What follows belongs to an exercise in optimizing a design on an open flow for small area and a short achievable clock period; a production flow would make more cautious choices.
Function was checked by simulation only, so behaviour that the tests miss may differ from the original.
No activity file was given, so power comes from the tool's default toggle rates.

### design/flow/config.mk
export PLATFORM = sky130hd
export DESIGN_NAME = ethTxTop
export DESIGN_NICKNAME = ethTxTop
export VERILOG_FILES = /design/flow/design.v
export SDC_FILE = /design/flow/constraint.sdc
export NUM_CORES = 4
export LEC_CHECK = 0
export CAP_MARGIN = 20
export CORE_MARGIN = 2
export CORE_UTILIZATION = 40
export SLEW_MARGIN = 20
### design/flow/constraint.sdc
create_clock -name core_clock -period 4.5 [get_ports {clkTx}]
set_input_delay 0.9000 -clock core_clock [delete_from_list [all_inputs] [get_ports {clkTx}]]
set_output_delay 0.9000 -clock core_clock [all_outputs]
set_load 0.01 [all_outputs]
### design/flow/design.v
package ethTxPkg;
  typedef logic [7:0] byteT;
  typedef logic [8:0] bufAddrT;
  typedef logic [9:0] wbAddrT;
  typedef logic [9:0] frameLenT;
  typedef logic [31:0] crcT;
  localparam int BufDepth = 512;
  localparam wbAddrT RegLength   = 10'h200;
  localparam wbAddrT RegLengthHi = 10'h201;
  localparam wbAddrT RegControl  = 10'h202;
  localparam byteT PreambleByte = 8'h55;
  localparam byteT SfdByte      = 8'hD5;
  localparam frameLenT PreambleBytes = 10'd8;
  localparam frameLenT FcsBytes      = 10'd4;
  localparam crcT CrcPoly = 32'h04C11DB7;
  localparam crcT CrcInit = 32'hFFFFFFFF;
  localparam logic [2:0] IdleHighCycles = 3'd6;
  localparam int unsigned LinkPulsePeriod = 1 << 17;
  typedef struct packed {
    logic     start;
    frameLenT length;
  } txCmdT;
  typedef struct packed {
    logic active;
    logic dataBit;
    logic secondHalf;
  } lineSlotT;
  typedef enum logic [1:0] {
    sIdle,
    sPreamble,
    sPayload,
    sFcs
  } seqStateT;
endpackage
`timescale 1ns/100ps
module busDecode (
  input  logic    clkTx,
  input  logic    rst,
  input  logic    wbCyc,
  input  logic    wbStb,
  input  logic    wbWe,
  input  ethTxPkg::wbAddrT  wbAdr,
  input  ethTxPkg::byteT    wbDatW,
  input  logic    busy,
  output ethTxPkg::byteT    wbDatR,
  output logic    wbAck,
  output logic    bufWrEn,
  output ethTxPkg::bufAddrT bufWrAddr,
  output ethTxPkg::byteT    bufWrData,
  output ethTxPkg::txCmdT   txCmd
);
  logic access;
  logic wrAccess;
  logic ctrlSel;
  logic busyRd;
  assign access   = wbCyc & wbStb & ~wbAck;
  assign wrAccess = access & wbWe;
  assign ctrlSel  = (wbAdr == ethTxPkg::RegControl);
  always_ff @(posedge clkTx)
  begin
    if (rst)
    begin
      wbAck <= 1'b0;
    end
    else
    begin
      wbAck <= access;
    end
  end
  always_ff @(posedge clkTx)
  begin
    busyRd <= ctrlSel & busy;
  end
  assign wbDatR = {7'b0, busyRd};
  always_ff @(posedge clkTx)
  begin
    bufWrEn   <= wrAccess & ~wbAdr[9] & ~busy;
    bufWrAddr <= wbAdr[8:0];
    bufWrData <= wbDatW;
  end
  always_ff @(posedge clkTx)
  begin
    if (rst)
    begin
      txCmd.start  <= 1'b0;
      txCmd.length <= '0;
    end
    else
    begin
      txCmd.start <= wrAccess & ctrlSel & wbDatW[0] & ~busy;
      if (wrAccess && wbAdr == ethTxPkg::RegLength)
      begin
        txCmd.length[7:0] <= wbDatW;
      end
      if (wrAccess && wbAdr == ethTxPkg::RegLengthHi)
      begin
        txCmd.length[9:8] <= wbDatW[1:0];
      end
    end
  end
endmodule
`timescale 1ns/100ps
module frameRam (
  input  logic    clkTx,
  input  logic    bufWrEn,
  input  ethTxPkg::bufAddrT bufWrAddr,
  input  ethTxPkg::byteT    bufWrData,
  input  logic    rdRestart,
  input  logic    rdAdvance,
  output ethTxPkg::byteT    bufRdData
);
  localparam int Stages = ethTxPkg::BufDepth;
  logic [8:0] t;
  logic [8:0] tNext;
  assign tNext = t + 1'b1;
  always_ff @(posedge clkTx)
  begin
    t <= tNext;
  end
  logic [8:0] wPos;
  logic [7:0] wStage;
  logic       wWait;
  logic       wValid;
  ethTxPkg::byteT wData;
  logic       wGo;
  assign wPos = bufWrAddr + t + 9'd3;
  always_ff @(posedge clkTx)
  begin
    if (bufWrEn)
    begin
      wValid <= 1'b1;
      wWait  <= ~wPos[0];
      wStage <= wPos[8:1];
      wData  <= bufWrData ^ {8{wPos[1]}};
    end
    else if (wValid && wWait)
    begin
      wWait <= 1'b0;
    end
    else
    begin
      wValid <= 1'b0;
    end
  end
  assign wGo = wValid & ~wWait;
  ethTxPkg::byteT ring [Stages];
  genvar gi;
  generate
    for (gi = 0; gi < Stages; gi = gi + 2)
    begin : gPair
      logic sel;
      logic selN;
      assign sel  = wGo & (wStage == gi / 2);
      assign selN = ~sel;
      always_ff @(posedge clkTx)
      begin
        ring[gi]     <= ~((ring[(gi + Stages - 1) % Stages] | {8{sel}}) & (wData | {8{selN}}));
        ring[gi + 1] <= ring[gi];
      end
    end
  endgenerate
  logic [8:0] rPos;
  ethTxPkg::byteT tap [Stages / 16];
  generate
    for (gi = 0; gi < Stages / 16; gi = gi + 1)
    begin : gTap
      assign tap[gi] = ring[16 * gi + 3];
    end
  endgenerate
  always_ff @(posedge clkTx)
  begin
    if (rdRestart)
    begin
      rPos <= tNext;
    end
    else
    begin
      rPos <= rPos + {rdAdvance, ~rdAdvance};
    end
  end
  always_ff @(posedge clkTx)
  begin
    if (rPos[3:0] == 4'd3)
    begin
      bufRdData <= tap[rPos[8:4]];
    end
  end
endmodule
`timescale 1ns/100ps
module crc32Serial (
  input  logic clkTx,
  input  logic crcInit,
  input  logic crcShift,
  input  logic crcBit,
  input  logic crcOut,
  output logic crcMsb
);
  ethTxPkg::crcT crcReg;
  logic feedback;
  assign feedback = crcBit ^ crcReg[31];
  always_ff @(posedge clkTx)
  begin
    if (crcInit)
    begin
      crcReg <= ethTxPkg::CrcInit;
    end
    else if (crcShift)
    begin
      crcReg <= {crcReg[30:0], 1'b0} ^ ({32{feedback}} & ethTxPkg::CrcPoly);
    end
    else if (crcOut)
    begin
      crcReg <= {crcReg[30:0], 1'b0};
    end
  end
  assign crcMsb = crcReg[31];
endmodule
`timescale 1ns/100ps
module frameSequencer (
  input  logic     clkTx,
  input  logic     rst,
  input  ethTxPkg::txCmdT    txCmd,
  input  ethTxPkg::byteT     bufRdData,
  output logic     busy,
  output logic     rdRestart,
  output logic     rdAdvance,
  output ethTxPkg::lineSlotT slot
);
  ethTxPkg::seqStateT state;
  logic [3:0] halfCnt;
  ethTxPkg::frameLenT byteRem;
  ethTxPkg::frameLenT lenM1;
  ethTxPkg::byteT     shiftReg;
  ethTxPkg::byteT     nextByte;
  logic     byteEnd;
  logic     lastByte;
  logic     sfdNext;
  logic     loadFromBuf;
  logic crcMsb;
  assign busy    = (state != ethTxPkg::sIdle);
  assign byteEnd = &halfCnt;
  always_ff @(posedge clkTx)
  begin
    lastByte <= (byteRem == 10'd0);
    sfdNext  <= (byteRem == 10'd1);
  end
  always_ff @(posedge clkTx)
  begin
    if (rst)
    begin
      state   <= ethTxPkg::sIdle;
      halfCnt <= '0;
    end
    else if (state == ethTxPkg::sIdle)
    begin
      halfCnt <= '0;
      byteRem <= ethTxPkg::PreambleBytes - 1'b1;
      if (txCmd.start)
      begin
        state <= ethTxPkg::sPreamble;
        lenM1 <= txCmd.length - 1'b1;
      end
    end
    else
    begin
      halfCnt <= halfCnt + 1'b1;
      if (byteEnd)
      begin
        if (lastByte)
        begin
          case (state)
            ethTxPkg::sPreamble:
            begin
              state   <= ethTxPkg::sPayload;
              byteRem <= lenM1;
            end
            ethTxPkg::sPayload:
            begin
              state   <= ethTxPkg::sFcs;
              byteRem <= ethTxPkg::FcsBytes - 1'b1;
            end
            default:
            begin
              state   <= ethTxPkg::sIdle;
            end
          endcase
        end
        else
        begin
          byteRem <= byteRem - 1'b1;
        end
      end
    end
  end
  assign loadFromBuf = ((state == ethTxPkg::sPreamble) & lastByte) |
                       ((state == ethTxPkg::sPayload) & ~lastByte);
  always_comb
  begin
    if (loadFromBuf)
      nextByte = bufRdData;
    else if (state == ethTxPkg::sPreamble && sfdNext)
      nextByte = ethTxPkg::SfdByte;
    else
      nextByte = ethTxPkg::PreambleByte;
  end
  always_ff @(posedge clkTx)
  begin
    if (state == ethTxPkg::sIdle)
    begin
      shiftReg <= ethTxPkg::PreambleByte;
    end
    else if (byteEnd)
    begin
      shiftReg <= nextByte;
    end
    else if (halfCnt[0])
    begin
      shiftReg <= {1'b0, shiftReg[7:1]};
    end
  end
  assign rdRestart = (state == ethTxPkg::sIdle);
  assign rdAdvance = (halfCnt == 4'd14) &
                     (((state == ethTxPkg::sPreamble) & lastByte) |
                      (state == ethTxPkg::sPayload));
  crc32Serial i_crc32Serial (
    .clkTx    (clkTx),
    .crcInit  (~state[1]),
    .crcShift ((state == ethTxPkg::sPayload) & halfCnt[0]),
    .crcBit   (shiftReg[0]),
    .crcOut   ((state == ethTxPkg::sFcs) & halfCnt[0]),
    .crcMsb   (crcMsb)
  );
  assign slot.active     = busy;
  assign slot.dataBit    = (state == ethTxPkg::sFcs) ? ~crcMsb : shiftReg[0];
  assign slot.secondHalf = halfCnt[0];
endmodule
`timescale 1ns/100ps
module lineEncoder (
  input  logic     clkTx,
  input  logic     rst,
  input  ethTxPkg::lineSlotT slot,
  output logic     tdP,
  output logic     tdM
);
  logic [2:0] idleCnt;
  logic [$clog2(ethTxPkg::LinkPulsePeriod)-1:0] linkCnt;
  logic linkPulse;
  logic tpIdle;
  logic manchester;
  assign manchester = ~(slot.dataBit ^ slot.secondHalf);
  assign tpIdle    = (idleCnt < ethTxPkg::IdleHighCycles);
  assign linkPulse = &linkCnt;
  always_ff @(posedge clkTx)
  begin
    if (rst)
    begin
      idleCnt <= ethTxPkg::IdleHighCycles;
      linkCnt <= '0;
    end
    else if (slot.active)
    begin
      idleCnt <= '0;
      linkCnt <= '0;
    end
    else
    begin
      if (tpIdle)
      begin
        idleCnt <= idleCnt + 1'b1;
      end
      linkCnt <= linkCnt + 1'b1;
    end
  end
  always_ff @(posedge clkTx)
  begin
    if (rst)
    begin
      tdP <= 1'b0;
      tdM <= 1'b0;
    end
    else if (slot.active)
    begin
      tdP <= manchester;
      tdM <= ~manchester;
    end
    else if (tpIdle || linkPulse)
    begin
      tdP <= 1'b1;
      tdM <= 1'b0;
    end
    else
    begin
      tdP <= 1'b0;
      tdM <= 1'b0;
    end
  end
endmodule
`timescale 1ns/100ps
module ethTxTop (
  input  logic   clkTx,
  input  logic   rst,
  input  logic   wbCyc,
  input  logic   wbStb,
  input  logic   wbWe,
  input  ethTxPkg::wbAddrT wbAdr,
  input  ethTxPkg::byteT   wbDatW,
  output ethTxPkg::byteT   wbDatR,
  output logic   wbAck,
  output logic   tdP,
  output logic   tdM
);
  logic     bufWrEn;
  ethTxPkg::bufAddrT  bufWrAddr;
  ethTxPkg::byteT     bufWrData;
  logic     rdRestart;
  logic     rdAdvance;
  ethTxPkg::byteT     bufRdData;
  ethTxPkg::txCmdT    txCmd;
  logic     busy;
  ethTxPkg::lineSlotT slot;
  busDecode i_busDecode (
    .clkTx     (clkTx),
    .rst       (rst),
    .wbCyc     (wbCyc),
    .wbStb     (wbStb),
    .wbWe      (wbWe),
    .wbAdr     (wbAdr),
    .wbDatW    (wbDatW),
    .busy      (busy),
    .wbDatR    (wbDatR),
    .wbAck     (wbAck),
    .bufWrEn   (bufWrEn),
    .bufWrAddr (bufWrAddr),
    .bufWrData (bufWrData),
    .txCmd     (txCmd)
  );
  frameRam i_frameRam (
    .clkTx     (clkTx),
    .bufWrEn   (bufWrEn),
    .bufWrAddr (bufWrAddr),
    .bufWrData (bufWrData),
    .rdRestart (rdRestart),
    .rdAdvance (rdAdvance),
    .bufRdData (bufRdData)
  );
  frameSequencer i_frameSequencer (
    .clkTx     (clkTx),
    .rst       (rst),
    .txCmd     (txCmd),
    .bufRdData (bufRdData),
    .busy      (busy),
    .rdRestart (rdRestart),
    .rdAdvance (rdAdvance),
    .slot      (slot)
  );
  lineEncoder i_lineEncoder (
    .clkTx (clkTx),
    .rst   (rst),
    .slot  (slot),
    .tdP   (tdP),
    .tdM   (tdM)
  );
endmodule
### design/flow/run.sh
#!/bin/bash
# synth_recipe.tcl (not shown) runs the flow's synth.tcl, then flattens the netlist and writes it again
# the make line also repeats each setting of config.mk as NAME=value (left out here)
make -C /OpenROAD-flow-scripts/flow DESIGN_CONFIG=/design/flow/config.mk WORK_HOME=/design/flow/orfs CLKGATE_MAP_FILE= SYNTH_SCRIPT=/design/flow/synth_recipe.tcl finish
==> flow_summary.toml, run 1 <==
[run_status]
status = "complete, no violations"

[min_path]
holdPathStages = 0
min-delay-start = "i_frameRam.ring[54][2]$_DFF_P_"
min_path_type = "reg2reg"
whs_endpoint = "i_frameRam.ring[55][2]$_DFF_P_"

[layout]
area_delta_synth_final_pct = 16.5
drive_above_1_share_pct = 11.2
num-nets-final = 8056

[floorplanning]
core.rowCount = 196
die_h_um = 540
initial_utilization_pct = 40.3
core_um2 = 285000
die_w_um = 540
dieArea_um2 = 291000
io-pin-count = 34

[synthesis]
synth_edf_count = 45
yosysSeqAreaShare_pct = 74.7
yosys_warnings = 7
ys_types = 76
synth_fa_ha_area_share_pct = 0.362
netlist_instances = 7795
syn-cell-area_um2 = 115000
avgSynthCellArea_um2 = 14.7
synth-seq-cells = 4261
yosys.area_share.simple_pct = 3.51
ys_async_sr_fraction_pct = 0
ys.flop_type = "dfxtp_1"
muxShareOfSynthArea_pct = 18.3
synth_compound_area_share_pct = 1.30
synth_xor_area_share_pct = 0.534
synth_top_family_by_area = "multiplexers"

[clock_tree]
clkSlewWorstSetupHoldPaths_ns = 0.07
hold_buffers = 0
cts.path.max_buffers = 4
cts_sinks = 4261
clock_latency_ns = 0.94
cts_buffers = 400
postCtsSetupRepairBufs = 0
cts_tree = "built"
cts_resized = 0
cts-root-buf = "clkbuf_16"
cts_max_level = 5

[pwr]
p_leak_uw = 0.0596
power_density_nw_per_um2 = 547
p_total_uw = 73200
ir_drop_mv = 0.343

[sta]
finalHoldViolCount = 0
worstMarginPinSlew_ns = 1.18
fmax_ghz = 0.287
setup_viol = 0
fin_setup_tns_ns = 0
finalCritPeriodShare_pct = 77.4
finClkSkew_ns = 0.0801
maxSlewHeadroom_pct = 21.1
layout_min_cycle_time_ns = 3.48
rsz0062_at_grt = "false"
drv_slew = 0

[worst_setup_path]
path_cells = "buf_4 > inv_1 > ha_1 > and2_1 > o2111ai_1 > ha_1 > inv_1 > fa_1 > nor2_1 > nand3_1 > xor2_1 > o21ai_0"
timing.rr.end = "i_frameRam.rPos[8]$_DFF_P_"
r2r.worst_path.cells = 12
cp.arrival_ns = 4.35
path_buf_inv = 3
cp_slowest_cell = "o2111ai_1"
regToRegSetupSlack_ns = 1.02
criticalPathCategory = "reg2reg"
rr_startpoint = "i_frameSequencer.state[1]$_SDFFE_PP0P_"
required_ns = 5.37
max_stage_delay_ns = 0.64
cp-start-kind = "flip-flop"
cp_max_fo = 31
end_kind = "flip-flop"
cpLargestDelayFamily = "adder cells"

[global_route]
grt_pass1_vias = 58138
antenna_found_initial = 19
grt_max_degree = 135
track_usage_pct = 18.7
overflow = 0
grt_pass1_wl_mm = 403

[route]
drt-pass1-iter-count = 8
detail-route-antenna-nets = 0
vias = 57150
routed_wirelength_mm = 276
wl_per_cell_um = 22.8
drt_first_iter_violations = 3744
drc = 0
vias_per_cell = 4.72

[placed_design]
gp_congestion = 1.01
hpwl_mm = 179
portBuffers = 26

[flow_run]
cap_violations = 0
-- through the flow --
stage	utilization [%]	hold slack, ns	std cells	cell area (um2)	setup WS [ns]
6_report	46.9	0.280	12102	134000	1.02
2_1_floorplan	-	0.310	7801	115000	2.00
5_1_grt	46.9	0.289	12098	134000	0.750
4_1_cts	46.9	0.274	12093	134000	1.01
3_3_place_gp	41.9	0.310	11359	120000	1.01
3_5_place_dp	42.0	0.312	11361	120000	1.01
-- flip-flops by register name (all words and copies together), names as in the netlist, 9 cells and up --
signal	cells
i_busDecode.bufWrAddr	9
i_frameRam.t	9
i_frameRam.ring	4096
i_frameRam.rPos	9
i_frameSequencer.lenM1	10
i_lineEncoder.linkCnt	17
i_frameSequencer.byteRem	10
i_busDecode.txCmd	11
i_frameSequencer.i_crc32Serial.crcReg	32
-- metal layers --
layer	wire, um	global-route usage (%)
met2	124000	29.4
met4	9710	6.53
met3	13000	3.09
met1	129000	25.8
met5	30	0
-- worst max path at each step --
stage | from | to | slack, ns | depth (start not counted)
2_1_floorplan | i_frameSequencer.state[1]$_SDFFE_PP0P_ | i_frameRam.rPos[8]$_DFF_P_ | 2.00 | 11
3_3_place_gp | i_frameSequencer.state[1]$_SDFFE_PP0P_ | i_frameRam.rPos[8]$_DFF_P_ | 1.01 | 12
3_5_place_dp | i_frameSequencer.state[1]$_SDFFE_PP0P_ | i_frameRam.rPos[8]$_DFF_P_ | 1.01 | 12
4_1_cts | i_frameSequencer.state[1]$_SDFFE_PP0P_ | i_frameRam.rPos[8]$_DFF_P_ | 1.01 | 12
5_1_grt | i_frameSequencer.state[1]$_SDFFE_PP0P_ | i_frameRam.rPos[8]$_DFF_P_ | 0.75 | 12
6_report | i_frameSequencer.state[1]$_SDFFE_PP0P_ | i_frameRam.rPos[8]$_DFF_P_ | 1.02 | 12
-- cells in the mapped netlist, types with 30 or more instances --
master    count  share of area (%)
a22oi_1      34               0.22
nand2_1     269               0.88
nor2_2       73               0.40
o21ai_0      37               0.16
nor2_1      115               0.38
nor3_1       53               0.23
edfxtp_1     45                1.2
inv_1        32               0.10
mux2i_1    2086                 18
ha_1         30               0.33
dfxtp_1    4216                 74
clkbuf_1    278               0.91
a21oi_1      41               0.18
nand3_1      54               0.24
xnor2_1      43               0.33
-- logic make-up after synthesis --
group | after synthesis
AO/OA/AOI/OAI | 219
XOR/XNOR | 70
adder cells (fa/ha/maj) | 32
buffers and inverters | 367
flip-flops | 4261
multiplexers | 2097
other | 1
AND/OR/NAND/NOR | 748
-- power by group --
part	total, uW	leakage [uW]	internal (uW)	switching (uW)
combinational	327	0.0161	90.0	237
clock	34900	0.00688	20800	14200
sequential	37900	0.0366	37900	56.8
total	73200	0.0596	58700	14500
-- layout make-up --
cell class	count	area [um2]
inverter	33	124
tap	3762	4710
timing repair buffer	132	1350
clock inverter	155	2300
fill	24533	152000
antenna	9	22.5
sequential	4261	85800
clock buffer	577	11700
multi-input combinational	3173	27700
-- layout by cell type (no fill, tap or decap), types with 20 or more instances in the layout --
master | synthesis | layout
ha_1 | 30 | 30
clkdlybuf4s50_1 | 0 | 26
mux2i_1 | 2086 | 2086
xnor2_1 | 43 | 43
buf_4 | 11 | 82
o21ai_0 | 37 | 37
edfxtp_1 | 45 | 45
clkinv_2 | 0 | 62
nand3_1 | 54 | 53
clkbuf_16 | 0 | 404
dfxtp_1 | 4216 | 4212
bufinv_16 | 0 | 44
xor2_1 | 27 | 27
a21oi_1 | 41 | 41
inv_1 | 32 | 32
nand2_1 | 269 | 267
a22oi_1 | 34 | 34
buf_12 | 2 | 23
nand2_2 | 25 | 25
nor2_1 | 115 | 114
nor2_2 | 73 | 73
nand2b_1 | 20 | 20
clkbuf_1 | 278 | 76
nor3_1 | 53 | 43
clkbuf_8 | 0 | 97
==> run 2, diff against run 1 <==
--- a/design/flow/design.v
+++ b/design/flow/design.v
@@ -72,12 +72,9 @@
     busyRd <= ctrlSel & busy;
   end
   assign wbDatR = {7'b0, busyRd};
-  always_ff @(posedge clkTx)
-  begin
-    bufWrEn   <= wrAccess & ~wbAdr[9] & ~busy;
-    bufWrAddr <= wbAdr[8:0];
-    bufWrData <= wbDatW;
-  end
+  assign bufWrEn   = wrAccess & ~wbAdr[9] & ~busy;
+  assign bufWrAddr = wbAdr[8:0];
+  assign bufWrData = wbDatW;
   always_ff @(posedge clkTx)
   begin
     if (rst)
@@ -110,79 +107,149 @@
   output ethTxPkg::byteT    bufRdData
 );
   localparam int Stages = ethTxPkg::BufDepth;
+  function automatic logic [8:0] inc9(input logic [8:0] x);
+    logic [8:0] r;
+    for (int i = 0; i < 9; i++)
+    begin
+      r[i] = x[i] ^ (&(x | ~((9'd1 << i) - 9'd1)));
+    end
+    inc9 = r;
+  endfunction
+  function automatic logic [8:0] add9(input logic [8:0] a, input logic [8:0] b);
+    logic [8:0] g;
+    logic [8:0] p;
+    logic [9:0] c;
+    g = a & b;
+    p = a ^ b;
+    for (int i = 0; i < 10; i++)
+    begin
+      c[i] = 1'b0;
+      for (int j = 0; j < i; j++)
+      begin
+        c[i] = c[i] | (g[j] & (&(p | ~(((10'd1 << i) - 10'd1) & ~((10'd2 << j) - 10'd1)))));
+      end
+    end
+    add9 = p ^ c[8:0];
+  endfunction
   logic [8:0] t;
   logic [8:0] tNext;
-  assign tNext = t + 1'b1;
+  logic [8:0] t3;
+  assign tNext = inc9(t);
   always_ff @(posedge clkTx)
   begin
-    t <= tNext;
+    t  <= tNext;
+    t3 <= add9(t, 9'd4);
   end
   logic [8:0] wPos;
   logic [7:0] wStage;
-  logic       wWait;
-  logic       wValid;
-  ethTxPkg::byteT wData;
   logic       wGo;
-  assign wPos = bufWrAddr + t + 9'd3;
+  logic       wPend;
+  ethTxPkg::byteT wHold;
+  ethTxPkg::byteT wLane;
+  assign wPos = add9(bufWrAddr, t3);
   always_ff @(posedge clkTx)
   begin
+    wGo   <= 1'b0;
+    wPend <= 1'b0;
+    wLane <= '1;
     if (bufWrEn)
     begin
-      wValid <= 1'b1;
-      wWait  <= ~wPos[0];
       wStage <= wPos[8:1];
-      wData  <= bufWrData ^ {8{wPos[1]}};
-    end
-    else if (wValid && wWait)
-    begin
-      wWait <= 1'b0;
+      if (wPos[0])
+      begin
+        wGo   <= 1'b1;
+        wLane <= bufWrData ^ {8{wPos[1]}};
+      end
+      else
+      begin
+        wPend <= 1'b1;
+        wHold <= bufWrData ^ {8{wPos[1]}};
+      end
     end
-    else
+    else if (wPend)
     begin
-      wValid <= 1'b0;
+      wGo   <= 1'b1;
+      wLane <= wHold;
     end
   end
-  assign wGo = wValid & ~wWait;
   ethTxPkg::byteT ring [Stages];
   genvar gi;
   generate
     for (gi = 0; gi < Stages; gi = gi + 2)
     begin : gPair
+      logic hit;
       logic sel;
       logic selN;
-      assign sel  = wGo & (wStage == gi / 2);
-      assign selN = ~sel;
+      assign hit  = (wStage == gi / 2);
+      assign sel  = wGo & hit;
+      assign selN = ~hit;
       always_ff @(posedge clkTx)
       begin
-        ring[gi]     <= ~((ring[(gi + Stages - 1) % Stages] | {8{sel}}) & (wData | {8{selN}}));
+        ring[gi]     <= ~((ring[(gi + Stages - 1) % Stages] | {8{sel}}) & (wLane | {8{selN}}));
         ring[gi + 1] <= ring[gi];
       end
     end
   endgenerate
   logic [8:0] rPos;
+  logic [8:0] rPos1;
+  logic [8:0] rPos2;
+  logic [8:0] rPosHiInc;
   ethTxPkg::byteT tap [Stages / 16];
   generate
     for (gi = 0; gi < Stages / 16; gi = gi + 1)
     begin : gTap
-      assign tap[gi] = ring[16 * gi + 3];
+      assign tap[gi] = ring[16 * gi + 7];
     end
   endgenerate
-  always_ff @(posedge clkTx)
+  logic [8:0] rPosNext;
+  logic       rHit;
+  logic [7:0] rSelLo;
+  logic [3:0] rSelHi;
+  ethTxPkg::byteT rGroup [4];
+  ethTxPkg::byteT rMux;
+  assign rPos1     = inc9(rPos);
+  assign rPosHiInc = inc9({1'b0, rPos[8:1]});
+  assign rPos2     = {rPosHiInc[7:0], rPos[0]};
+  always_comb
   begin
     if (rdRestart)
     begin
-      rPos <= tNext;
+      rPosNext = tNext;
+    end
+    else if (rdAdvance)
+    begin
+      rPosNext = rPos2;
     end
     else
     begin
-      rPos <= rPos + {rdAdvance, ~rdAdvance};
+      rPosNext = rPos1;
     end
   end
   always_ff @(posedge clkTx)
   begin
-    if (rPos[3:0] == 4'd3)
+    rPos   <= rPosNext;
+    rHit   <= (rPosNext[3:0] == 4'd7);
+    rSelLo <= 8'd1 << rPosNext[6:4];
+    rSelHi <= 4'd1 << rPosNext[8:7];
+  end
+  always_comb
+  begin
+    rMux = '0;
+    for (int h = 0; h < 4; h++)
     begin
-      bufRdData <= tap[rPos[8:4]];
+      rGroup[h] = '0;
+      for (int i = 0; i < 8; i++)
+      begin
+        rGroup[h] = rGroup[h] | ({8{rSelLo[i]}} & tap[8 * h + i]);
+      end
+      rMux = rMux | ({8{rSelHi[h]}} & rGroup[h]);
+    end
+  end
+  always_ff @(posedge clkTx)
+  begin
+    if (rHit)
+    begin
+      bufRdData <= rMux;
     end
   end
 endmodule
@@ -229,7 +296,9 @@
   ethTxPkg::seqStateT state;
   logic [3:0] halfCnt;
   ethTxPkg::frameLenT byteRem;
-  ethTxPkg::frameLenT lenM1;
+  ethTxPkg::frameLenT byteRemDec;
+  ethTxPkg::frameLenT frameLen;
+  logic     advNext;
   ethTxPkg::byteT     shiftReg;
   ethTxPkg::byteT     nextByte;
   logic     byteEnd;
@@ -238,11 +307,21 @@
   logic     loadFromBuf;
   logic crcMsb;
   assign busy    = (state != ethTxPkg::sIdle);
-  assign byteEnd = &halfCnt;
   always_ff @(posedge clkTx)
   begin
-    lastByte <= (byteRem == 10'd0);
-    sfdNext  <= (byteRem == 10'd1);
+    byteEnd <= (halfCnt == 4'd14) & busy;
+  end
+  always_ff @(posedge clkTx)
+  begin
+    lastByte <= (byteRem == 10'd1);
+    sfdNext  <= (byteRem == 10'd2);
+  end
+  always_comb
+  begin
+    for (int i = 0; i < 10; i++)
+    begin
+      byteRemDec[i] = byteRem[i] ^ ~(|(byteRem & ((10'd1 << i) - 10'd1)));
+    end
   end
   always_ff @(posedge clkTx)
   begin
@@ -254,11 +333,11 @@
     else if (state == ethTxPkg::sIdle)
     begin
       halfCnt <= '0;
-      byteRem <= ethTxPkg::PreambleBytes - 1'b1;
+      byteRem <= ethTxPkg::PreambleBytes;
       if (txCmd.start)
       begin
-        state <= ethTxPkg::sPreamble;
-        lenM1 <= txCmd.length - 1'b1;
+        state    <= ethTxPkg::sPreamble;
+        frameLen <= txCmd.length;
       end
     end
     else
@@ -272,12 +351,12 @@
             ethTxPkg::sPreamble:
             begin
               state   <= ethTxPkg::sPayload;
-              byteRem <= lenM1;
+              byteRem <= frameLen;
             end
             ethTxPkg::sPayload:
             begin
               state   <= ethTxPkg::sFcs;
-              byteRem <= ethTxPkg::FcsBytes - 1'b1;
+              byteRem <= ethTxPkg::FcsBytes;
             end
             default:
             begin
@@ -287,7 +366,7 @@
         end
         else
         begin
-          byteRem <= byteRem - 1'b1;
+          byteRem <= byteRemDec;
         end
       end
     end
@@ -319,9 +398,13 @@
     end
   end
   assign rdRestart = (state == ethTxPkg::sIdle);
-  assign rdAdvance = (halfCnt == 4'd14) &
-                     (((state == ethTxPkg::sPreamble) & lastByte) |
-                      (state == ethTxPkg::sPayload));
+  always_ff @(posedge clkTx)
+  begin
+    advNext <= (halfCnt == 4'd13) &
+               (((state == ethTxPkg::sPreamble) & lastByte) |
+                (state == ethTxPkg::sPayload));
+  end
+  assign rdAdvance = advNext;
   crc32Serial i_crc32Serial (
     .clkTx    (clkTx),
     .crcInit  (~state[1]),
@@ -344,12 +427,23 @@
 );
   logic [2:0] idleCnt;
   logic [$clog2(ethTxPkg::LinkPulsePeriod)-1:0] linkCnt;
+  logic [$clog2(ethTxPkg::LinkPulsePeriod)-1:0] linkInc;
   logic linkPulse;
   logic tpIdle;
   logic manchester;
   assign manchester = ~(slot.dataBit ^ slot.secondHalf);
   assign tpIdle    = (idleCnt < ethTxPkg::IdleHighCycles);
-  assign linkPulse = &linkCnt;
+  always_comb
+  begin
+    for (int i = 0; i < 17; i++)
+    begin
+      linkInc[i] = linkCnt[i] ^ (&(linkCnt | ~((17'd1 << i) - 17'd1)));
+    end
+  end
+  always_ff @(posedge clkTx)
+  begin
+    linkPulse <= ~rst & ~slot.active & (linkCnt == 17'h1FFFE);
+  end
   always_ff @(posedge clkTx)
   begin
     if (rst)
@@ -368,7 +462,7 @@
       begin
         idleCnt <= idleCnt + 1'b1;
       end
-      linkCnt <= linkCnt + 1'b1;
+      linkCnt <= linkInc;
     end
   end
   always_ff @(posedge clkTx)
--- a/design/flow/config.mk
+++ b/design/flow/config.mk
@@ -7,5 +7,8 @@
 export LEC_CHECK = 0
 export CAP_MARGIN = 20
 export CORE_MARGIN = 2
-export CORE_UTILIZATION = 40
+export CORE_UTILIZATION = 55
+export CTS_CLUSTER_DIAMETER = 60
+export CTS_CLUSTER_SIZE = 30
+export SETUP_SLACK_MARGIN = 2.2
 export SLEW_MARGIN = 20
==> run 2 against run 1 <==
Still clean on timing, DRC and antenna; global-route usage increased by 7.0 points; final cell count decreased by 12%; wire length decreased by 5.5%; design area decreased by 12%; utilization increased by 13 points; flip-flop and latch count increased by 15; setup slack improved by 1.1 ns; maximum frequency increased by 43%; sequential power about the same; die area decreased by 31%; clock power decreased by 39%; register-to-register slack improved by 1.1 ns.
==> flow_summary.toml, run 2 <==
[sta]
layout_min_cycle_time_ns = 2.43
finalHoldViolCount = 0
holdWs_ns = 0.314
setup_viol = 0
drv_slew = 0
finalCritPeriodShare_pct = 54.0
fmax_ghz = 0.412
rsz0062_at_grt = "true"
worstMarginPinSlew_ns = 0.918
finClkSkew_ns = 0.0456
maxSlewHeadroom_pct = 38.8
fin_setup_tns_ns = 0
fin_ws_ns = 2.07

[synthesis]
syn-cell-area_um2 = 109000
avgSynthCellArea_um2 = 13.2
synth_edf_count = 44
yosys_warnings = 8
yosysTopAreaCell = "dfxtp_1"
yosysMostFrequentCell = "dfxtp_1"
yosysSeqAreaShare_pct = 79.2
synthTopCellsByArea = "dfxtp_1, o22ai_1, clkbuf_1"
synthTopCellsByCount = "dfxtp_1, o22ai_1, clkbuf_1"
synth_top_area_share_pct = 78.0
ys.flop_type = "dfxtp_1"
netlist_instances = 8214
synth-seq-cells = 4276
ys_types = 52
ys_async_sr_fraction_pct = 0

[worst_setup_path]
end_kind = "flip-flop"
cp.arrival_ns = 3.03
cp-start-kind = "flip-flop"
cp_max_fo = 19
rr_startpoint = "i_frameRam.rSelLo[7]$_SDFF_PN0_"
required_ns = 5.10
r2r.worst_path.cells = 4
startpoint = "i_frameRam.rSelLo[7]$_SDFF_PN0_"
criticalPathCategory = "reg2reg"

[pwr]
power_density_nw_per_um2 = 506
p_leak_uw = 0.0460
ir_drop_mv = 0.438

[layout]
largest_register_ffs = 4096
design_area_um2 = 118000
final_common_cell = "dfxtp_1"
largest_register = "i_frameRam.ring"
most-common-layout-cells = "dfxtp_1, o22ai_1, nand2_1, and3_1, clkbuf_16"
drive_above_1_share_pct = 7.15
top_regs = "i_frameRam.ring (4096), i_frameSequencer.i_crc32Serial.crcReg (32), i_lineEncoder.linkCnt (17)"
area_delta_synth_final_pct = 8.86
num-nets-final = 7969

[clock_tree]
hold_buffers = 0
clock_latency_ns = 0.88
clkSlewWorstSetupHoldPaths_ns = 0.11
cts-root-buf = "clkbuf_16"
cts_sinks = 4276
cts_buffers = 191
cts_max_level = 4
cts_tree = "built"
cts.path.max_buffers = 3

[route]
drt-pass1-iter-count = 8
routed_wirelength_mm = 261
drt_first_iter_violations = 5176
drc = 0
vias = 61326
wl_per_cell_um = 24.4
vias_per_cell = 5.73
detail-route-antenna-nets = 0

[floorplanning]
core.rowCount = 163
die_w_um = 448
core_um2 = 197000
io-pin-count = 34
die_h_um = 448
initial_utilization_pct = 55.2
dieArea_um2 = 201000

[placed_design]
dpl_cell_area_um2 = 111000
pre_cts_slack_ns = 1.29
portBuffers = 26
gp_congestion = 0.859
hpwl_mm = 152

[min_path]
min-delay-start = "i_frameRam.ring[376][6]$_DFF_P_"
holdPathStages = 0
min_path_type = "reg2reg"

[run_status]
status = "complete, no violations"

[global_route]
overflow = 0
track_usage_pct = 25.7
grt_max_degree = 89
grt_pass1_wl_mm = 386
grt_pass1_vias = 59544
antenna_found_initial = 17

[flow_run]
cap_violations = 0
==> run 2: cell count changes after synthesis, sizes merged, moves of 25 or more <==
cell    previous run  this run
nand2            304       350
clkbuf           278       602
o22ai             10      2055
nor2             207        94
and3              16       259
o21ai             38        13
a22oi             34       145
mux2i           2086        18
nor3              59        23
==> run 2: layer usage <==
| metal | track usage, % | routed length (um) |
|---|---|---|
| met2 | 39.2 | 115000 |
| met1 | 37.8 | 123000 |
| met3 | 3.35 | 15500 |
| met5 | 0 | 0 |
| met4 | 8.24 | 8060 |
==> run 2: path summary, 6_finish.rpt <==
| check | endpoint | slack, ns |
|---|---|---|
| min | i_frameRam.ring[377][6]$_DFF_P_ | 0.31 |
| max reg2reg | i_frameRam.bufRdData[4]$_DFFE_PP_ | 2.07 |
| min reg2reg | i_frameRam.ring[377][6]$_DFF_P_ | 0.31 |
| max | i_frameRam.bufRdData[4]$_DFFE_PP_ | 2.07 |
==> run 2: final cells by class <==
type,count,area [um2]
clock buffers,213,5080
fillers,15251,78600
diodes,9,22.5
multi-input cells,3248,20200
repair buffers,167,1960
well taps,2640,3300
clock inverters,114,1440
flip-flops and latches,4276,86100
inverters,29,111
==> run 2: metrics by stage <==
stage	utilization, %	power (uW)	instances
floorplan	-	39100	8220
global placement	56.4	39300	10310
detailed placement	56.4	39300	10310
CTS	60.0	60100	10679
global route	60.1	61600	10689
finish	60.1	59800	10696
==> run 2: timing repair <==
| item | in CTS | in global routing |
|---|---|---|
| cloned | 1 | 0 |
| setup endpoints to repair | 2064 | 947 |
| pin swaps | 14 | 7 |
| resized for setup | 66 | 52 |
| buffers inserted | 41 | 8 |
| hold endpoints to repair | 0 | 0 |
==> run 2: cell families after synthesis <==
logic type / synth area share [%]
xor gates and xnor gates: 0.532
and+or+nand+nor: 3.84
buffers and inverters: 2.50
DFF: 79.2
other: 0.00345
muxes: 0.218
AOI/OAI and AO/OA: 13.3
adders and majority gates: 0.387
==> run 2: where the power goes <==
group / internal (uW) / switching, uW
combinational: 97.1 / 295
clock: 9160 / 12200
sequential: 38000 / 79.8
==> run 2: worst max-delay path: stages, from the launching register on <==
cell	delay [ns]
dfxtp_2	0.56
a22oi_1	0.34
nand4_1	0.43
a22oi_2	0.59
nand2_2	0.18
==> run 3, diff against run 2 <==
--- a/design/flow/design.v
+++ b/design/flow/design.v
@@ -133,20 +133,19 @@
   endfunction
   logic [8:0] t;
   logic [8:0] tNext;
-  logic [8:0] t3;
   assign tNext = inc9(t);
   always_ff @(posedge clkTx)
   begin
-    t  <= tNext;
-    t3 <= add9(t, 9'd4);
+    t <= tNext;
   end
   logic [8:0] wPos;
-  logic [7:0] wStage;
+  logic [15:0] wStageHi;
+  logic [15:0] wStageLo;
   logic       wGo;
   logic       wPend;
   ethTxPkg::byteT wHold;
   ethTxPkg::byteT wLane;
-  assign wPos = add9(bufWrAddr, t3);
+  assign wPos = add9(bufWrAddr, t);
   always_ff @(posedge clkTx)
   begin
     wGo   <= 1'b0;
@@ -154,7 +153,8 @@
     wLane <= '1;
     if (bufWrEn)
     begin
-      wStage <= wPos[8:1];
+      wStageHi <= 16'd1 << wPos[8:5];
+      wStageLo <= 16'd1 << wPos[4:1];
       if (wPos[0])
       begin
         wGo   <= 1'b1;
@@ -180,7 +180,7 @@
       logic hit;
       logic sel;
       logic selN;
-      assign hit  = (wStage == gi / 2);
+      assign hit  = wStageHi[gi / 32] & wStageLo[(gi / 2) % 16];
       assign sel  = wGo & hit;
       assign selN = ~hit;
       always_ff @(posedge clkTx)
@@ -198,7 +198,7 @@
   generate
     for (gi = 0; gi < Stages / 16; gi = gi + 1)
     begin : gTap
-      assign tap[gi] = ring[16 * gi + 7];
+      assign tap[gi] = ring[16 * gi + 6];
     end
   endgenerate
   logic [8:0] rPosNext;
@@ -206,6 +206,9 @@
   logic [7:0] rSelLo;
   logic [3:0] rSelHi;
   ethTxPkg::byteT rGroup [4];
+  ethTxPkg::byteT rGroupQ [4];
+  logic       rHitQ;
+  logic [3:0] rSelHiQ;
   ethTxPkg::byteT rMux;
   assign rPos1     = inc9(rPos);
   assign rPosHiInc = inc9({1'b0, rPos[8:1]});
@@ -228,13 +231,12 @@
   always_ff @(posedge clkTx)
   begin
     rPos   <= rPosNext;
-    rHit   <= (rPosNext[3:0] == 4'd7);
+    rHit   <= (rPosNext[3:0] == 4'd9);
     rSelLo <= 8'd1 << rPosNext[6:4];
     rSelHi <= 4'd1 << rPosNext[8:7];
   end
   always_comb
   begin
-    rMux = '0;
     for (int h = 0; h < 4; h++)
     begin
       rGroup[h] = '0;
@@ -242,12 +244,28 @@
       begin
         rGroup[h] = rGroup[h] | ({8{rSelLo[i]}} & tap[8 * h + i]);
       end
-      rMux = rMux | ({8{rSelHi[h]}} & rGroup[h]);
     end
   end
   always_ff @(posedge clkTx)
   begin
-    if (rHit)
+    for (int h = 0; h < 4; h++)
+    begin
+      rGroupQ[h] <= rGroup[h];
+    end
+    rHitQ   <= rHit;
+    rSelHiQ <= rSelHi;
+  end
+  always_comb
+  begin
+    rMux = '0;
+    for (int h = 0; h < 4; h++)
+    begin
+      rMux = rMux | ({8{rSelHiQ[h]}} & rGroupQ[h]);
+    end
+  end
+  always_ff @(posedge clkTx)
+  begin
+    if (rHitQ)
     begin
       bufRdData <= rMux;
     end
@@ -400,7 +418,7 @@
   assign rdRestart = (state == ethTxPkg::sIdle);
   always_ff @(posedge clkTx)
   begin
-    advNext <= (halfCnt == 4'd13) &
+    advNext <= (halfCnt == 4'd12) &
                (((state == ethTxPkg::sPreamble) & lastByte) |
                 (state == ethTxPkg::sPayload));
   end
==> run 3 against run 2 <==
Still clean; clock skew fell by 0.0069 ns; flip-flop and latch count grew 52; sequential power increased by 28%; critical endpoint is now i_frameRam.ring[308][2]$_DFF_P_; critical path depth down 1; sequential share of layout area is 0.75 points higher; synthesized area increased by 1.2%.
==> flow_summary.toml, run 3 <==
[run_status]
status = "complete, no violations"

[route]
vias = 61451
drt-pass1-iter-count = 5
detail-route-antenna-nets = 0
drt_first_iter_violations = 5180
drc = 0
wl_per_cell_um = 24.7
vias_per_cell = 5.73
routed_wirelength_mm = 265

[synthesis]
ys_types = 61
ys.flop_type = "dfxtp_1"
yosys_warnings = 9
synth_top_area_share_pct = 77.6
synth_edf_count = 68
yosysSeqAreaShare_pct = 79.5
syn-cell-area_um2 = 110000
synth_fa_ha_area_share_pct = 0.371
ys_async_sr_fraction_pct = 0
muxShareOfSynthArea_pct = 0.244
synth-seq-cells = 4328
yosysTopAreaCell = "dfxtp_1"
yosys.area_share.simple_pct = 3.76
avgSynthCellArea_um2 = 13.3
synth_top_family_by_area = "compound AO/OA/AOI/OAI gates"
synthTopCellsByArea = "dfxtp_1, o22ai_1, clkbuf_1"
synth_compound_area_share_pct = 13.2
synthTopCellsByCount = "dfxtp_1, o22ai_1, clkbuf_1"
yosysMostFrequentCell = "dfxtp_1"
synth_xor_area_share_pct = 0.535
netlist_instances = 8272

[layout]
area_delta_synth_final_pct = 8.06
num-nets-final = 7983
top_regs = "i_frameRam.ring (4096), i_frameRam.rGroupQ (32), i_frameSequencer.i_crc32Serial.crcReg (32)"
most-common-layout-cells = "dfxtp_1, o22ai_1, nand2_1, and3_1, clkbuf_16"
final_common_cell = "dfxtp_1"
largest_register = "i_frameRam.ring"
design_area_um2 = 119000
drive_above_1_share_pct = 6.06
largest_register_ffs = 4096

[worst_setup_path]
cp.arrival_ns = 3.03
cp_max_fo = 28
end_kind = "flip-flop"
regToRegSetupSlack_ns = 2.21
path_cells = "buf_4 > nand2_1 > o22ai_1"
cp_slowest_cell = "buf_4"
criticalPathCategory = "reg2reg"
path_buf_inv = 1
cpLargestDelayFamily = "buffers and inverters"
required_ns = 5.24
max_stage_delay_ns = 0.66
cp-start-kind = "flip-flop"

[global_route]
grt_util_met3_pct = 3.52
grt.busiest_layer = "met2"
grt_max_degree = 95
antenna_found_initial = 13
track_usage_pct = 25.5
grt_pass1_vias = 59735
grt_pass1_wl_mm = 391
overflow = 0
grtUsageMet2_pct = 40.7
gr-usage-met1_pct = 36.1

[min_path]
min_path_type = "reg2reg"

[sta]
setup_viol = 0
fmax_ghz = 0.437
finalHoldViolCount = 0
finClkSkew_ns = 0.0387
maxSlewHeadroom_pct = 22.2
finalCritPeriodShare_pct = 50.9
layout_min_cycle_time_ns = 2.29
rsz0062_at_grt = "false"
worstMarginPinSlew_ns = 1.17
drv_slew = 0
fin_setup_tns_ns = 0

[clock_tree]
cts_tree = "built"
cts.path.max_buffers = 3
cts-root-buf = "clkbuf_16"
hold_buffers = 0
cts_buffers = 192
cts_max_level = 4
cts_sinks = 4328
clock_latency_ns = 0.89
clkSlewWorstSetupHoldPaths_ns = 0.10

[floorplanning]
dieArea_um2 = 203000
die_h_um = 451
io-pin-count = 34
initial_utilization_pct = 55.1
core_um2 = 199000
core.rowCount = 164
die_w_um = 451

[pwr]
p_leak_uw = 0.0473
p_total_uw = 73300
p_int_uw = 56400
power_density_nw_per_um2 = 617
seqPwrFrac_pct = 66.8
switchingPower_uw = 16900
pwr-share-comb_pct = 4.2
ir_drop_mv = 0.478
power_frac_clock_pct = 29.1
swShare_pct = 23.1

[flow_run]
cap_violations = 0

[placed_design]
portBuffers = 26
gp_congestion = 0.850
hpwl_mm = 154
dpl_cell_area_um2 = 112000
==> run 3: cell types whose count changed after synthesis, sizes merged, moves of 6 or more <==
| cell | before | now |
|---|---|---|
| buf | 66 | 31 |
| clkbuf | 602 | 642 |
| dfxtp | 4232 | 4260 |
| edfxtp | 44 | 68 |
| nand2b | 13 | 4 |
| xnor2 | 46 | 40 |
==> run 3: final timing paths <==
path,start,end,cells past startpoint
setup / recovery,i_frameRam.wStageLo[10]$_SDFFCE_PN0P_,i_frameRam.ring[308][2]$_DFF_P_,3
hold / removal,i_frameRam.ring[498][5]$_DFF_P_,i_frameRam.ring[499][5]$_DFF_P_,0
setup reg to reg,i_frameRam.wStageLo[10]$_SDFFCE_PN0P_,i_frameRam.ring[308][2]$_DFF_P_,3
hold reg to reg,i_frameRam.ring[498][5]$_DFF_P_,i_frameRam.ring[499][5]$_DFF_P_,0
==> run 3: worst register-to-register path: stages, from the launching register on <==
cell and delay, ns:
edfxtp_1 0.63, buf_4 0.66, nand2_1 0.41, o22ai_1 0.45
==> run 3: cells by family (layout without fill, tap and decap cells) <==
group,Yosys count,in the layout
AND/OR/NAND/NOR,842,842
XOR/XNOR,63,63
flip-flops,4328,4328
AO/OA/AOI/OAI,2281,2281
other,1,16
multiplexers,26,26
adder cells (fa/ha/maj),32,32
buffers and inverters,699,480
==> run 3: power groups by stage <==
stage / Clock (uW) / Combinational [uW] / Sequential, uW
2_1_floorplan: 0 / 2110 / 48200
3_3_place_gp: 0 / 2960 / 49700
3_5_place_dp: 0 / 3000 / 49700
4_1_cts: 21700 / 3050 / 48900
5_1_grt: 23100 / 3390 / 49500
6_report: 21300 / 3050 / 48900
==> run 3: final cells by class <==
class | instances | area (um2)
timing repair buffer | 128 | 1350
clock buffer | 207 | 5000
inverter | 26 | 105
clock inverter | 118 | 1450
multi-input combinational | 3251 | 20100
antenna | 9 | 22.5
tap | 2656 | 3320
sequential | 4328 | 87400
fill | 15425 | 80500
timing repair inverter | 1 | 7.51
==> run 3: through the flow <==
step,setup WS (ns),cells,hold slack [ns],util (%)
final,2.21,10724,0.313,59.6
after global routing,2.20,10716,0.310,59.6
after CTS,1.96,10710,0.309,59.5
after detailed placement,1.31,10382,0.312,56.3
after global placement,1.34,10381,0.310,56.3
after floorplan,2.13,8278,0.310,-
==> run 3: layer usage <==
| layer | vias up | part of all wire (%) |
|---|---|---|
| li1 | 29050 | - |
| met1 | 30188 | 46 |
| met2 | 1814 | 46 |
| met3 | 399 | 5.6 |
| met4 | 0 | 3.0 |
| met5 | - | 0 |
==> run 3: timing repair <==
action                     4_1_cts  5_1_grt
buffers inserted                 2        5
setup endpoints to repair       98       90
cloned                           1        0
resized for setup               19       16
pin swaps                        0        0
==> run 4, diff against run 3 <==
--- a/design/flow/config.mk
+++ b/design/flow/config.mk
@@ -7,8 +7,9 @@
 export LEC_CHECK = 0
 export CAP_MARGIN = 20
 export CORE_MARGIN = 2
-export CORE_UTILIZATION = 55
+export CORE_UTILIZATION = 70
 export CTS_CLUSTER_DIAMETER = 60
 export CTS_CLUSTER_SIZE = 30
+export PLACE_DENSITY = 0.8
 export SETUP_SLACK_MARGIN = 2.2
 export SLEW_MARGIN = 20
==> run 4 against run 3 <==
Setup slack better by 0.0081 ns; synthesized area stayed put; maximum frequency is 0.36% higher; synthesized cell count stayed put; wire length is 3.1% lower; critical path depth stayed put.
==> flow_summary.toml, run 4 <==
[run_status]
status = "complete, no violations"

[synthesis]
synthTopCellsByCount = "dfxtp_1, o22ai_1, clkbuf_1"
synthTopCellsByArea = "dfxtp_1, o22ai_1, clkbuf_1"
ys.flop_type = "dfxtp_1"
yosysMostFrequentCell = "dfxtp_1"
yosys_warnings = 9
synth_top_area_share_pct = 77.6
synth_edf_count = 68
avgSynthCellArea_um2 = 13.3
ys_types = 61
syn-cell-area_um2 = 110000
netlist_instances = 8272
synth-seq-cells = 4328
yosysSeqAreaShare_pct = 79.5
ys_async_sr_fraction_pct = 0
yosysTopAreaCell = "dfxtp_1"

[global_route]
grt_pass1_wl_mm = 381
overflow = 0
grt_pass1_vias = 61550
antenna_found_initial = 20
track_usage_pct = 31.6
grt_max_degree = 123

[worst_setup_path]
required_ns = 5.17
cp.arrival_ns = 2.95
cp-start-kind = "flip-flop"
r2r.worst_path.cells = 3
criticalPathCategory = "reg2reg"
end_kind = "flip-flop"
cp_max_fo = 14

[sta]
finClkSkew_ns = 0.0304
fin_ws_ns = 2.22
worstMarginPinSlew_ns = 1.24
maxSlewHeadroom_pct = 17.2
finalHoldViolCount = 0
drv_slew = 0
setup_viol = 0
rsz0062_at_grt = "false"
fin_setup_tns_ns = 0
layout_min_cycle_time_ns = 2.28
fmax_ghz = 0.438
finalCritPeriodShare_pct = 50.7

[layout]
largest_register = "i_frameRam.ring"
largest_register_ffs = 4096
final_util_pct = 74.9
drive_above_1_share_pct = 4.90
area_delta_synth_final_pct = 6.35
final_common_cell = "dfxtp_1"
num-nets-final = 7954
most-common-layout-cells = "dfxtp_1, o22ai_1, nand2_1, and3_1, clkbuf_16"
top_regs = "i_frameRam.ring (4096), i_frameRam.rGroupQ (32), i_frameSequencer.i_crc32Serial.crcReg (32)"
final_cells = 10044

[clock_tree]
cts_tree = "built"
hold_buffers = 0
clock_latency_ns = 0.84
clkSlewWorstSetupHoldPaths_ns = 0.11
cts-root-buf = "clkbuf_16"
cts_buffers = 174
cts_max_level = 4
cts.path.max_buffers = 3
cts_sinks = 4328

[min_path]
holdPathStages = 0
min_path_type = "reg2reg"

[pwr]
ir_drop_mv = 0.475
p_leak_uw = 0.0467
power_density_nw_per_um2 = 611

[placed_design]
pre_cts_slack_ns = 1.01
portBuffers = 26
dp_cells = 9770
gp_congestion = 0.906
hpwl_mm = 149

[route]
vias_per_cell = 6.36
routed_wirelength_mm = 257
detail-route-antenna-nets = 0
drt-pass1-iter-count = 6
drt_first_iter_violations = 7651
vias = 63861
wl_per_cell_um = 25.5
drc = 0

[floorplanning]
core_um2 = 156000
initial_utilization_pct = 70.4
core.rowCount = 145
die_h_um = 400
dieArea_um2 = 160000
die_w_um = 400
io-pin-count = 34

[flow_run]
cap_violations = 0
run 4: cell counts after synthesis:
No cell type changed its count.
run 4: through the flow:
stage | power, uW | hold slack [ns] | instance area (um2)
after global routing | 73500 | 0.312 | 117000
after global placement | 52400 | 0.310 | 111000
after CTS | 71300 | 0.297 | 117000
after floorplan | 50400 | 0.310 | 110000
after detailed placement | 52700 | 0.312 | 111000
final | 71400 | 0.315 | 117000
run 4: cell families after synthesis:
logic type / synth area share (%)
AOI/OAI and AO/OA: 13.2
xor gates and xnor gates: 0.535
adders and majority gates: 0.371
buffers and inverters: 2.42
DFF: 79.5
muxes: 0.244
other: 0.00341
and+or+nand+nor: 3.76
run 4: worst max-delay path, cell delays in order, from the launching register on:
cell and delay [ns]:
edfxtp_1 1.07, buf_4 0.47, and3_1 0.40, o22ai_1 0.15
run 4: power by group:
| part | leakage, uW | internal (uW) | switching [uW] | total, uW |
|---|---|---|---|---|
| Combinational | 0.00724 | 1310 | 1820 | 3140 |
| Sequential | 0.0369 | 46100 | 2890 | 49000 |
| Clock | 0.00262 | 8000 | 11200 | 19200 |
| Total | 0.0467 | 55400 | 15900 | 71400 |
run 4: area by class of cell:
type	count	area, um2
antenna	8	20.0
clock buffer	206	4770
clock inverter	49	613
fill	9140	39200
inverter	26	105
multi-input combinational	3251	20100
sequential	4328	87400
tap	2058	2570
timing repair buffer	117	1310
timing repair inverter	1	7.51
run 4: per-layer routing:
metal  track usage [%]  wire [um]
met5                 0         83
met4              10.6       9010
met3              6.03      26200
met2              48.5     114000
met1              45.4     107000
run 4: repair_timing:
item	CTS	global route
buffers inserted	5	5
cloned	1	0
gates resized for setup	25	6
hold endpoints to repair	0	0
endpoints found under the setup margin	87	134
run 4: path summary, 6_finish.rpt:
kind / from / end / slack [ns]
max: i_frameRam.wStageLo[14]$_SDFFCE_PN0P_ / i_frameRam.ring[444][7]$_DFF_P_ / 2.22
min: i_frameRam.ring[156][3]$_DFF_P_ / i_frameRam.ring[157][3]$_DFF_P_ / 0.32
max reg2reg: i_frameRam.wStageLo[14]$_SDFFCE_PN0P_ / i_frameRam.ring[444][7]$_DFF_P_ / 2.22
min reg2reg: i_frameRam.ring[156][3]$_DFF_P_ / i_frameRam.ring[157][3]$_DFF_P_ / 0.32
==> run 5, diff against run 4 <==
--- a/design/flow/design.v
+++ b/design/flow/design.v
@@ -324,7 +324,21 @@
   logic     sfdNext;
   logic     loadFromBuf;
   logic crcMsb;
-  assign busy    = (state != ethTxPkg::sIdle);
+  always_ff @(posedge clkTx)
+  begin
+    if (rst)
+    begin
+      busy <= 1'b0;
+    end
+    else if (state == ethTxPkg::sIdle)
+    begin
+      busy <= txCmd.start;
+    end
+    else
+    begin
+      busy <= ~((state == ethTxPkg::sFcs) & byteEnd & lastByte);
+    end
+  end
   always_ff @(posedge clkTx)
   begin
     byteEnd <= (halfCnt == 4'd14) & busy;
--- a/design/flow/config.mk
+++ b/design/flow/config.mk
@@ -7,9 +7,8 @@
 export LEC_CHECK = 0
 export CAP_MARGIN = 20
 export CORE_MARGIN = 2
-export CORE_UTILIZATION = 70
+export CORE_UTILIZATION = 55
 export CTS_CLUSTER_DIAMETER = 60
 export CTS_CLUSTER_SIZE = 30
-export PLACE_DENSITY = 0.8
 export SETUP_SLACK_MARGIN = 2.2
 export SLEW_MARGIN = 20
==> run 5 against run 4 <==
Design area increased by 1.7%; still clean; die area increased by 27%; highest routed layer is now met4; combinational power fell by 5%; clock power rose by about 10%; via count down 3.4%; critical path depth is the same; maximum frequency decreased by 1.0%; global-route usage fell by 5.8 points; largest cell class unchanged; critical path type unchanged; critical endpoint is now i_frameRam.ring[86][0]$_DFF_P_; first-iteration DRC count is 30% lower.
==> flow_summary.toml, run 5 <==
[run_status]
status = "complete, no violations"

[synthesis]
synth_top_family_by_area = "compound AO/OA/AOI/OAI gates"
yosys_warnings = 9
ys_types = 69
synth_fa_ha_area_share_pct = 0.371
ys_async_sr_fraction_pct = 0
synth_edf_count = 68
synth_xor_area_share_pct = 0.472
avgSynthCellArea_um2 = 13.3
yosysTopAreaCell = "dfxtp_1"
netlist_instances = 8284
syn-cell-area_um2 = 110000
synth-seq-cells = 4329
yosysSeqAreaShare_pct = 79.4
yosysMostFrequentCell = "dfxtp_1"
yosys.area_share.simple_pct = 3.80
synth_top_area_share_pct = 77.6
synth_compound_area_share_pct = 13.3
ys.flop_type = "dfxtp_1"
synthTopCellsByArea = "dfxtp_1, o22ai_1, clkbuf_1"
muxShareOfSynthArea_pct = 0.239
synthTopCellsByCount = "dfxtp_1, o22ai_1, clkbuf_1"

[worst_setup_path]
required_ns = 5.21
criticalPathCategory = "reg2reg"
cp.arrival_ns = 3.02
end_kind = "flip-flop"
startpoint = "i_frameRam.wStageLo[11]$_SDFFCE_PN0P_"
cp-start-kind = "flip-flop"
rr_startpoint = "i_frameRam.wStageLo[11]$_SDFFCE_PN0P_"
cp_max_fo = 12

[sta]
fmax_ghz = 0.434
fin_setup_tns_ns = 0
finalCritPeriodShare_pct = 51.2
setup_viol = 0
maxSlewHeadroom_pct = 23.5
rsz0062_at_grt = "false"
holdWs_ns = 0.307
drv_slew = 0
worstMarginPinSlew_ns = 1.15
fin_ws_ns = 2.19
layout_min_cycle_time_ns = 2.31
finClkSkew_ns = 0.0330
finalHoldViolCount = 0

[flow_run]
cap_violations = 0

[layout]
largest_register_ffs = 4096
final_cells = 10736
most-common-layout-cells = "dfxtp_1, o22ai_1, nand2_1, and3_1, clkbuf_16"
area_delta_synth_final_pct = 8.05
largest_register = "i_frameRam.ring"
num-nets-final = 7996
top_regs = "i_frameRam.ring (4096), i_frameRam.rGroupQ (32), i_frameSequencer.i_crc32Serial.crcReg (32)"
drive_above_1_share_pct = 6.07
final_common_cell = "dfxtp_1"
final_util_pct = 59.6

[route]
drt-pass1-iter-count = 6
detail-route-antenna-nets = 0
routed_wirelength_mm = 267
vias = 61707
drt_first_iter_violations = 5356
drc = 0
wl_per_cell_um = 24.9
vias_per_cell = 5.75

[clock_tree]
cts_buffers = 192
clock_latency_ns = 0.88
cts-root-buf = "clkbuf_16"
clkSlewWorstSetupHoldPaths_ns = 0.10
hold_buffers = 0
cts_sinks = 4329
cts.path.max_buffers = 3
cts_max_level = 4
cts_tree = "built"

[placed_design]
gp_congestion = 0.870
hpwl_mm = 157
portBuffers = 26
dp_cells = 10399
pre_cts_slack_ns = 1.33

[global_route]
grt_pass1_vias = 59937
grt_pass1_wl_mm = 393
overflow = 0
antenna_found_initial = 26
grt_max_degree = 94
track_usage_pct = 25.8

[min_path]
min_path_type = "reg2reg"
min-delay-start = "i_frameRam.ring[440][4]$_DFF_P_"

[floorplanning]
core_um2 = 199000
core.rowCount = 164
die_h_um = 451
dieArea_um2 = 204000
die_w_um = 451
initial_utilization_pct = 55.2
io-pin-count = 34

[pwr]
ir_drop_mv = 0.428
p_leak_uw = 0.0473
power_density_nw_per_um2 = 614
run 5: changes by cell type in the layout (fill, tap and decap cells not counted), moves of 5 or more:
cell and delta:
clkinv_8 +11, clkinv_4 +10, inv_6 +18, inv_12 +6, inv_8 +17, or3_1 +6
buf_4 +6, clkbuf_16 +11, xnor2_1 -8, nor2_1 -7, clkinvlp_4 +5, clkbuf_1 -7
run 5: worst paths after layout:
path                                           to  slack (ns)  cells after the start
hold reg to reg   i_frameRam.ring[441][4]$_DFF_P_        0.31                      0
setup / recovery   i_frameRam.ring[86][0]$_DFF_P_        2.19                      3
hold / removal    i_frameRam.ring[441][4]$_DFF_P_        0.31                      0
setup reg to reg   i_frameRam.ring[86][0]$_DFF_P_        2.19                      3
run 5: cells by family after synthesis:
group / count (synthesis)
flops: 4329
fa+ha+maj: 32
compound gates: 2298
simple gates: 845
mux: 25
other cells: 1
buf+inv: 698
xor+xnor: 56
run 5: final cells by class:
class	instances	area (um2)
diodes	5	12.5
clock buffers	210	5020
clock inverters	118	1400
fillers	15568	80400
inverters	28	109
multi-input cells	3263	20200
flip-flops and latches	4329	87400
well taps	2656	3320
repair buffers	126	1390
repair inverters	1	5.00
run 5: worst max-delay path: stages (launching register included):
cell and delay, ns:
edfxtp_1 1.12, buf_4 0.44, and3_1 0.36, o22ai_1 0.21
run 5: report_power, final:
part	internal [uW]	switching [uW]	total [uW]
Sequential	45900	2810	48800
Clock	8870	12300	21200
Combinational	1290	1700	2980
run 5: repair_timing:
item / 4_1_cts / 5_1_grt
resized for setup: 26 / 7
pin swaps: 0 / 0
setup endpoints to repair: 107 / 75
setup buffers: 0 / 3
cloned: 0 / 1
run 5: per-stage QoR:
step,area [um2],total power [uW]
CTS,119000,73200
global placement,112000,52400
finish,119000,72900
floorplan,110000,50100
global route,119000,75600
detailed placement,112000,52400
run 5: layer usage:
metal  track usage, %  wire, um  up-vias
met2             40.5    120000     1871
met4             8.09      7800        0
met5                0         0        -
li1                 -         -    29110
met1             36.4    122000    30336
met3             4.44     17200      390
==> run 6, diff against run 5 <==
--- a/design/flow/design.v
+++ b/design/flow/design.v
@@ -141,11 +141,19 @@
   logic [8:0] wPos;
   logic [15:0] wStageHi;
   logic [15:0] wStageLo;
+  logic [7:0] wPosHold;
+  logic [7:0] wPosNext;
   logic       wGo;
   logic       wPend;
   ethTxPkg::byteT wHold;
   ethTxPkg::byteT wLane;
-  assign wPos = add9(bufWrAddr, t);
+  assign wPos     = add9(bufWrAddr, t);
+  assign wPosNext = wPend ? wPosHold : wPos[8:1];
+  always_ff @(posedge clkTx)
+  begin
+    wStageHi <= 16'd1 << wPosNext[7:4];
+    wStageLo <= 16'd1 << wPosNext[3:0];
+  end
   always_ff @(posedge clkTx)
   begin
     wGo   <= 1'b0;
@@ -153,8 +161,7 @@
     wLane <= '1;
     if (bufWrEn)
     begin
-      wStageHi <= 16'd1 << wPos[8:5];
-      wStageLo <= 16'd1 << wPos[4:1];
+      wPosHold <= wPos[8:1];
       if (wPos[0])
       begin
         wGo   <= 1'b1;
==> run 6 against run 5 <==
Hold slack worse by 0.0056 ns; design area is 0.45% higher; setup slack better by 0.075 ns; sequential power is about 20% lower; synthesized cell count is 0.43% higher; utilization is 0.20 points higher.
==> flow_summary.toml, run 6 <==
[run_status]
status = "complete, no violations"

[worst_setup_path]
cp_max_fo = 12
path_cells = "ha_4 > and3_4 > a311o_2 > o21a_4 > buf_4 > o211a_1 > nor3_1"
max_stage_delay_ns = 0.42
cp-start-kind = "flip-flop"
cp_slowest_cell = "a311o_2"
cpLargestDelayFamily = "compound AO/OA/AOI/OAI gates"
path_buf_inv = 1
required_ns = 5.20
criticalPathCategory = "reg2reg"
cp.arrival_ns = 2.93
end_kind = "flip-flop"

[synthesis]
yosysTopAreaCell = "dfxtp_1"
ys.flop_type = "dfxtp_1"
synth_top_area_share_pct = 78.1
synth-seq-cells = 4337
synthTopCellsByCount = "dfxtp_1, o22ai_1, clkbuf_1"
ys_async_sr_fraction_pct = 0
yosysMostFrequentCell = "dfxtp_1"
synth_edf_count = 44
ys_types = 67
netlist_instances = 8320
yosysSeqAreaShare_pct = 79.3
yosys_warnings = 9
avgSynthCellArea_um2 = 13.2
syn-cell-area_um2 = 110000
synthTopCellsByArea = "dfxtp_1, o22ai_1, clkbuf_1"

[min_path]
min_path_type = "reg2reg"

[sta]
rsz0062_at_grt = "true"
holdWs_ns = 0.302
setup_viol = 0
fmax_ghz = 0.448
layout_min_cycle_time_ns = 2.23
drv_slew = 0
worstMarginPinSlew_ns = 1.16
maxSlewHeadroom_pct = 22.5
fin_setup_tns_ns = 0
finalHoldViolCount = 0
finalCritPeriodShare_pct = 49.6
finClkSkew_ns = 0.0334

[global_route]
antenna_found_initial = 14
track_usage_pct = 25.4
grt_pass1_wl_mm = 390
grt_max_degree = 97
overflow = 0
grt_pass1_vias = 59730

[floorplanning]
die_w_um = 451
dieArea_um2 = 204000
initial_utilization_pct = 55.2
die_h_um = 451
core_um2 = 199000
core.rowCount = 164
io-pin-count = 34

[route]
drc = 0
vias_per_cell = 5.73
detail-route-antenna-nets = 0
vias = 61741
drt_first_iter_violations = 5704
wl_per_cell_um = 24.6
routed_wirelength_mm = 264
drt-pass1-iter-count = 6

[placed_design]
portBuffers = 26
gp_congestion = 0.865
hpwl_mm = 155

[layout]
largest_register = "i_frameRam.ring"
most-common-layout-cells = "dfxtp_1, o22ai_1, nand2_1, and3_1, clkbuf_16"
fill_cells = 15562
top_regs = "i_frameRam.ring (4096), i_frameRam.rGroupQ (32), i_frameSequencer.i_crc32Serial.crcReg (32)"
area_delta_synth_final_pct = 8.42
drive_above_1_share_pct = 6.38
final_common_cell = "dfxtp_1"
largest_register_ffs = 4096
num-nets-final = 8012
final_util_pct = 59.9

[pwr]
power_density_nw_per_um2 = 514
p_leak_uw = 0.0465
p_total_uw = 61400
ir_drop_mv = 0.497

[clock_tree]
clock_latency_ns = 0.88
cts_tree = "built"
clkSlewWorstSetupHoldPaths_ns = 0.11
hold_buffers = 0
cts_max_level = 4
cts-root-buf = "clkbuf_16"
cts.path.max_buffers = 3
cts_sinks = 4337
cts_buffers = 195

[flow_run]
cap_violations = 0
run 6: cell count changes after synthesis, sizes merged, moves of 9 or more:
| cell | delta |
|---|---|
| nor4 | +18 |
| xor2 | -12 |
| xnor2 | +16 |
| dfxtp | +32 |
| edfxtp | -24 |
| or3 | -9 |
run 6: power breakdown:
group / internal [uW] / switching (uW) / leakage, uW / total (uW)
Combinational: 134 / 377 / 0.00570 / 510
Clock: 9670 / 12300 / 0.00333 / 22000
Sequential: 38600 / 245 / 0.0374 / 38900
run 6: cell families after synthesis:
family          Yosys count  share of synthesized area (%)
other cells               1                        0.00341
mux                      27                          0.257
compound gates         2301                           13.4
fa+ha+maj                32                          0.370
flops                  4337                           79.3
simple gates            860                           3.87
xor+xnor                 58                          0.461
buf+inv                 704                           2.43
run 6: per-stage QoR:
step	area (um2)	std cells	setup slack, ns
after floorplan	110000	8326	1.95
after global placement	112000	10409	0.987
after detailed placement	112000	10409	0.922
after CTS	119000	10757	2.08
after global routing	119000	10761	2.14
final	119000	10766	2.27
run 6: path summary, 6_finish.rpt:
kind	from	end	slack, ns	cells past startpoint
worst max-delay path	i_frameRam.t[4]$_DFF_P_	i_frameRam.wPosHold[7]$_DFFE_PP_	2.27	7
worst min-delay path	i_frameRam.ring[432][6]$_DFF_P_	i_frameRam.ring[433][6]$_DFF_P_	0.30	0
worst max register to register	i_frameRam.t[4]$_DFF_P_	i_frameRam.wPosHold[7]$_DFFE_PP_	2.27	7
worst min register to register	i_frameRam.ring[432][6]$_DFF_P_	i_frameRam.ring[433][6]$_DFF_P_	0.30	0
run 6: final cells by class:
cell class              count  area, um2  share of cell area (%)
diodes                      7       17.5                  0.0147
clock buffers             223       5340                    4.47
clock inverters           120       1530                    1.28
inverters                  34        128                   0.107
multi-input cells        3285      20500                    17.1
flip-flops and latches   4337      87400                    73.2
well taps                2656       3320                    2.78
repair buffers            104       1210                    1.02
run 6: repair_timing:
| item | 4_1_cts | 5_1_grt |
|---|---|---|
| buffers inserted | 5 | 2 |
| setup endpoints to repair | 152 | 101 |
| gates resized for setup | 28 | 34 |
| hold endpoints to repair | 0 | 0 |
| pin swaps | 5 | 6 |
run 6: routing by layer:
layer | track usage [%] | part of all wire, %
met5 | 0 | 0
met4 | 9.57 | 3.7
met3 | 3.25 | 5.5
met2 | 39.4 | 45
met1 | 36.4 | 46

Re-timed with assumed drivers on the ports (clkbuf_16 on the clock, buf_2 on other inputs), run 6 has 2.195 ns of setup slack against 2.269 ns with ideal ports, and 1.408 ns once port delays also move by the mid clock arrival of 0.944 ns.
